Context: an optimization exercise on an open-source flow, tuned for small area. The choices shown serve that exercise and are no tape-out recipe. Only simulation tests tie the RTL to the original design; equivalence was not proved. No activity file was given, so power comes from the tool's default toggle rates.

==> inputs of job 4657 <==
==> flow/design.v <==
`default_nettype none
module button_conditioner #(
    parameter int DEBOUNCE_CYCLES = 4
) (
    input  logic       clk,
    input  logic       rst,
    input  logic [4:0] buttons,
    output logic [4:0] presses
);
    localparam int NUM_BUTTONS = 5;
    for (genvar i = 0; i < NUM_BUTTONS; i++) begin : g_btn
        button_debounce #(
            .DEBOUNCE_CYCLES(DEBOUNCE_CYCLES)
        ) debounce (
            .clk  (clk),
            .rst  (rst),
            .raw  (buttons[i]),
            .press(presses[i])
        );
    end
endmodule
module button_debounce #(
    parameter int DEBOUNCE_CYCLES = 4
) (
    input  logic clk,
    input  logic rst,
    input  logic raw,
    output logic press
);
    localparam int CNT_W = (DEBOUNCE_CYCLES > 1) ? $clog2(DEBOUNCE_CYCLES) : 1;
    logic             level;
    logic             level_q;
    logic [CNT_W-1:0] count;
    logic             differs;
    logic             done;
    logic [CNT_W-1:0] count_up;
    assign differs = raw ^ level;
    assign done    = (count == CNT_W'(DEBOUNCE_CYCLES - 1));
    always_comb begin
        logic carry;
        carry = 1'b1;
        for (int b = 0; b < CNT_W; b++) begin
            count_up[b] = count[b] ^ carry;
            carry       = carry & count[b];
        end
    end
    always_ff @(posedge clk) begin
        if (rst) begin
            level <= 1'b0;
            count <= '0;
        end else begin
            if (differs && done) begin
                level <= raw;
            end
            count <= (differs && !done) ? count_up : '0;
        end
    end
    always_ff @(posedge clk) begin
        level_q <= level;
    end
    always_ff @(posedge clk) begin
        if (rst) begin
            press <= 1'b0;
        end else begin
            press <= level & ~level_q;
        end
    end
endmodule
`default_nettype wire
`default_nettype none
module board_state (
    input  logic         clk,
    input  logic         rst,
    input  logic         mv_valid,
    input  logic [5:0]   mv_from,
    input  logic [5:0]   mv_to,
    input  logic [3:0]   mv_piece,
    output logic [255:0] board
);
    localparam logic [255:0] START_BOARD =
        256'h43265234111111110000000000000000000000000000000099999999cbaedabc;
    logic [7:0] to_row, to_col, fr_row, fr_col;
    always_comb begin
        for (int k = 0; k < 8; k++) begin
            to_row[k] = (mv_valid && mv_to[5:3] == 3'(k)) || rst;
            to_col[k] = (mv_to[2:0] == 3'(k)) || rst;
            fr_row[k] = mv_valid && mv_from[5:3] == 3'(k);
            fr_col[k] = mv_from[2:0] == 3'(k);
        end
    end
    logic [3:0] piece_set, piece_clr;
    assign piece_set = mv_piece | {4{rst}};
    assign piece_clr = mv_piece & {4{~rst}};
    for (genvar i = 0; i < 64; i++) begin : g_sq
        logic       load, hold;
        logic [3:0] data;
        square_ctl ctl (
            .to_row(to_row[i/8]),
            .to_col(to_col[i%8]),
            .fr_row(fr_row[i/8]),
            .fr_col(fr_col[i%8]),
            .load  (load),
            .hold  (hold)
        );
        for (genvar b = 0; b < 4; b++) begin : g_bit
            assign data[b] = START_BOARD[4*i+b] ? piece_set[b] : piece_clr[b];
        end
        board_square sq (
            .clk (clk),
            .load(load),
            .hold(hold),
            .data(data),
            .q   (board[4*i +: 4])
        );
    end
endmodule
`default_nettype wire
`default_nettype none
module board_square (
    input  logic       clk,
    input  logic       load,
    input  logic       hold,
    input  logic [3:0] data,
    output logic [3:0] q
);
    always_ff @(posedge clk) begin
        q <= ({4{load}} & data) | ({4{hold}} & q);
    end
endmodule
`default_nettype wire
`default_nettype none
module square_ctl (
    input  logic to_row,
    input  logic to_col,
    input  logic fr_row,
    input  logic fr_col,
    output logic load,
    output logic hold
);
    assign load = to_row & to_col;
    nor_and hold_gate (
        .a(fr_row),
        .b(fr_col),
        .c(load),
        .y(hold)
    );
endmodule
module nor_and (
    input  logic a,
    input  logic b,
    input  logic c,
    output logic y
);
    assign y = ~((a & b) | c);
endmodule
`default_nettype wire
`default_nettype none
module move_controller (
    input  logic         clk,
    input  logic         rst,
    input  logic [4:0]   presses,
    input  logic [3:0]   under_cursor,
    output logic [5:0]   cursor,
    output logic [6:0]   selection,
    output logic         turn,
    output logic         mv_valid,
    output logic [5:0]   mv_from,
    output logic [5:0]   mv_to,
    output logic [2:0]   mv_kind
);
    localparam logic [5:0] CURSOR_START = 6'd52;
    logic       press_left, press_right, press_up, press_down, press_center;
    logic [2:0] row;
    logic [2:0] col;
    logic       cursor_owned;
    logic       sel_valid;
    logic [5:0] sel_addr;
    assign {press_left, press_right, press_up, press_down, press_center} = presses;
    assign row = cursor[5:3];
    assign col = cursor[2:0];
    assign cursor_owned = (under_cursor[2:0] != 3'd0) && (under_cursor[3] == turn);
    assign selection = {sel_valid, sel_addr & {6{sel_valid}}};
    assign mv_from   = sel_addr;
    logic left_go, right_go, up_go, down_go;
    assign left_go  = press_left;
    assign right_go = press_right & ~press_left;
    assign up_go    = press_up & ~press_left & ~press_right;
    assign down_go  = press_down & ~press_up & ~press_left & ~press_right;
    cursor_axis #(.START(CURSOR_START[2:0])) col_axis (
        .clk (clk),
        .rst (rst),
        .dec (left_go),
        .inc (right_go),
        .pos (cursor[2:0])
    );
    cursor_axis #(.START(CURSOR_START[5:3])) row_axis (
        .clk (clk),
        .rst (rst),
        .dec (up_go),
        .inc (down_go),
        .pos (cursor[5:3])
    );
    always_ff @(posedge clk) begin
        if (press_center && cursor_owned) begin
            sel_addr <= cursor;
            mv_kind  <= under_cursor[2:0];
        end
    end
    always_ff @(posedge clk) begin
        mv_to <= cursor;
    end
    always_ff @(posedge clk) begin
        if (rst) begin
            sel_valid <= 1'b0;
            turn      <= 1'b0;
            mv_valid  <= 1'b0;
        end else begin
            mv_valid <= 1'b0;
            if (press_center) begin
                if (!sel_valid) begin
                    if (cursor_owned) begin
                        sel_valid <= 1'b1;
                    end
                end else if (cursor == sel_addr) begin
                    sel_valid <= 1'b0;
                end else if (!cursor_owned) begin
                    mv_valid  <= 1'b1;
                    turn      <= ~turn;
                    sel_valid <= 1'b0;
                end
            end
        end
    end
endmodule
`default_nettype wire
`default_nettype none
module cursor_axis #(
    parameter logic [2:0] START = 3'd0
) (
    input  logic       clk,
    input  logic       rst,
    input  logic       dec,
    input  logic       inc,
    output logic [2:0] pos
);
    logic dn, up;
    logic [2:0] nxt;
    assign dn = dec & (pos != 3'd0);
    assign up = inc & (pos != 3'd7);
    assign nxt[0] = pos[0] ^ (dn | up);
    assign nxt[1] = pos[1] ^ (pos[0] ? up : dn);
    assign nxt[2] = (up & pos[0] & pos[1]) | (pos[2] & ~(dn & ~pos[0] & ~pos[1]));
    always_ff @(posedge clk) begin
        if (rst) begin
            pos <= START;
        end else begin
            pos <= nxt;
        end
    end
endmodule
`default_nettype wire
`default_nettype none
module chess_top #(
    parameter int DEBOUNCE_CYCLES = 4
) (
    input  logic         clk,
    input  logic         rst,
    input  logic [4:0]   buttons,
    output logic [255:0] board,
    output logic [5:0]   cursor,
    output logic [6:0]   selection,
    output logic         turn
);
    logic [4:0] presses;
    logic [3:0] under_cursor;
    logic       mv_valid;
    logic [5:0] mv_from, mv_to;
    logic [2:0] mv_kind;
    button_conditioner #(
        .DEBOUNCE_CYCLES(DEBOUNCE_CYCLES)
    ) button_conditioner_inst (
        .clk    (clk),
        .rst    (rst),
        .buttons(buttons),
        .presses(presses)
    );
    logic [7:0] cur_row, cur_col;
    logic [3:0] by_col [8];
    always_comb begin
        for (int k = 0; k < 8; k++) begin
            cur_row[k] = (cursor[5:3] == 3'(k));
            cur_col[k] = (cursor[2:0] == 3'(k));
        end
    end
    for (genvar b = 0; b < 4; b++) begin : g_uc
        for (genvar c = 0; c < 8; c++) begin : g_col
            logic [7:0] column;
            for (genvar r = 0; r < 8; r++) begin : g_row
                assign column[r] = board[4*(8*r+c)+b];
            end
            pick8 pick_row (
                .sel (cur_row),
                .d   (column),
                .y   (by_col[c][b])
            );
        end
        pick8 pick_col (
            .sel (cur_col),
            .d   ({by_col[7][b], by_col[6][b], by_col[5][b], by_col[4][b],
                   by_col[3][b], by_col[2][b], by_col[1][b], by_col[0][b]}),
            .y   (under_cursor[b])
        );
    end
    move_controller move_controller_inst (
        .clk         (clk),
        .rst         (rst),
        .presses     (presses),
        .under_cursor(under_cursor),
        .cursor      (cursor),
        .selection   (selection),
        .turn        (turn),
        .mv_valid    (mv_valid),
        .mv_from     (mv_from),
        .mv_to       (mv_to),
        .mv_kind     (mv_kind)
    );
    board_state board_state_inst (
        .clk     (clk),
        .rst     (rst),
        .mv_valid(mv_valid),
        .mv_from (mv_from),
        .mv_to   (mv_to),
        .mv_piece({~turn, mv_kind}),
        .board   (board)
    );
endmodule
`default_nettype wire
`default_nettype none
module pick8 (
    input  logic [7:0] sel,
    input  logic [7:0] d,
    output logic       y
);
    logic [2:0] part_n;
    aoi222 part0 (.a(sel[2:0]), .b(d[2:0]), .y(part_n[0]));
    aoi222 part1 (.a(sel[5:3]), .b(d[5:3]), .y(part_n[1]));
    aoi22  part2 (.a(sel[7:6]), .b(d[7:6]), .y(part_n[2]));
    assign y = ~&part_n;
endmodule
module aoi222 (
    input  logic [2:0] a,
    input  logic [2:0] b,
    output logic       y
);
    assign y = ~|(a & b);
endmodule
`default_nettype wire
`default_nettype none
module aoi22 (
    input  logic [1:0] a,
    input  logic [1:0] b,
    output logic       y
);
    assign y = ~|(a & b);
endmodule
`default_nettype wire
==> flow/flow/run.sh <==
#!/bin/bash
# The standard layout with three changes: every port is buffered by the
# smallest buffer, ABC maps for a light load (so it does not upsize gates
# that drive one or two pins), and the clock tree uses small sink clusters
# of clkbuf_4 without dummy loads.
set -euo pipefail
export BUFFER_PORTS_ARGS="-buffer_cell sky130_fd_sc_hd__buf_1"
export CTS_ARGS="-sink_clustering_enable -repair_clock_nets -dont_use_dummy_load -buf_list sky130_fd_sc_hd__clkbuf_4 -sink_clustering_size 8 -sink_clustering_max_diameter 40"
bash standard.sh ABC_LOAD_IN_FF=1 finish > standard.log 2>&1
==> flow/standard.sh <==
#!/bin/bash
# synth_recipe.tcl (not shown) runs the flow's synth.tcl, then flattens the netlist and writes it again
# the make line also repeats each setting of config.mk as NAME=value (left out here)
make -C /OpenROAD-flow-scripts/flow DESIGN_CONFIG=/design/flow/config.mk WORK_HOME=/design/flow/orfs CLKGATE_MAP_FILE= SYNTH_SCRIPT=/design/flow/synth_recipe.tcl "${@:-finish}"
==> flow/config.mk <==
export PLATFORM = sky130hd
export DESIGN_NAME = chess_top
export DESIGN_NICKNAME = chess_top
export VERILOG_FILES = /design/flow/design.v
export SDC_FILE = /design/flow/constraint.sdc
export NUM_CORES = 4
export LEC_CHECK = 0
export CAP_MARGIN = 20
export CORE_MARGIN = 2
export CORE_UTILIZATION = 60
export PLACE_DENSITY = 0.75
export SLEW_MARGIN = 20
export SYNTH_HIERARCHICAL = 1
==> flow/constraint.sdc <==
create_clock -name core_clock -period 5.0 [get_ports {clk}]
set_input_delay 1.0000 -clock core_clock [delete_from_list [all_inputs] [get_ports {clk}]]
set_output_delay 1.0000 -clock core_clock [all_outputs]
set_load 0.01 [all_outputs]
==> job 1295: changes against job 4657 <==
--- a/flow/config.mk
+++ b/flow/config.mk
@@ -7,7 +7,6 @@
 export LEC_CHECK = 0
 export CAP_MARGIN = 20
 export CORE_MARGIN = 2
-export CORE_UTILIZATION = 60
-export PLACE_DENSITY = 0.75
+export CORE_UTILIZATION = 40
 export SLEW_MARGIN = 20
 export SYNTH_HIERARCHICAL = 1
==> summary.txt <==
- Against job 1295, the sequential share of layout area of job 4657 is higher by 0.77 points.
- Of job 4657 and job 1295, job 4657 has the higher global-route usage (gap 11 points).
- Between job 1295 and job 4657, the lower clock skew is in job 4657 (gap 0.016 ns).
- In sequential power, job 1295 and job 4657 hardly differ.
- Critical path depth is the same in job 4657 and job 1295.
- Of job 4657 and job 1295, job 1295 has the higher power (gap about 1%, measured against job 1295).
- Between job 1295 and job 4657, the lower wire length is in job 4657 (gap about 7.5%, measured against job 4657).
- Between job 4657 and job 1295, the lower via count is in job 1295 (gap about 2.2%, measured against job 1295).
- In area after synthesis, job 4657 and job 1295 do not differ.
==> figures <==
Number of global-route vias before repair: job 4657 10260; job 1295 10330
Total placed cells including tap cells: job 4657 1539; job 1295 1692
Tap cell count: job 4657 234; job 1295 384
GR Util met3: job 4657 10.36%; job 1295 5.855%
Wire length on met1: job 4657 15890 µm; job 1295 18720 µm
Max Freq: job 4657 249.1 MHz; job 1295 254.3 MHz
Routed wire length per instance: job 4657 26.80 µm; job 1295 26.28 µm
Antenna violations before repair: job 4657 3; job 1295 2
Die Width: job 4657 142.5 µm; job 1295 173.7 µm
Final Worst Setup Slack: job 4657 0.9863 ns; job 1295 1.068 ns
Final non-clock buffer share: job 4657 9.014%; job 1295 9.048%
Vias/cell: job 4657 7.235; job 1295 6.458
Detailed placement HPWL: job 4657 28860 µm; job 1295 31930 µm
Cell area after placement: job 4657 0.01305 mm²; job 1295 0.01327 mm²
Clock distribution area overhead in the final layout: job 4657 2.522%; job 1295 2.535%
Worst Clk Skew: job 4657 0.04286 ns; job 1295 0.05854 ns
Result of the run: job 4657 finished clean; job 1295 finished clean
Detailed Route Iter0 Violations: job 4657 1855; job 1295 1911
Die Y-Extent: job 4657 142.5 µm; job 1295 173.7 µm

==> separate check: timing with driven ports <==
No port has a modelled driver above. Below, the same layouts with a new extraction and two added sets of constraints. Step 1: set_driving_cell puts a clkbuf_16 on clk and a buf_2 on each other input, an assumption about the parent block. Step 2, shift: input delay + t, output delay - t, t = (earliest + latest rising clock arrival at the registers) / 2. This alone moves slack from input paths to output paths. Slacks: ideal ports / drivers / drivers and shift; pairs: ideal ports / drivers.
run	shift t [ns]	setup WS [ns]	latest minus earliest clock arrival (ns)
job 4657	0.696	0.986 / 0.986 / 0.986	0.043 / 0.043
job 1295	0.702	1.068 / 1.068 / 1.068	0.074 / 0.074
After both steps setup and hold are still met in every run listed.
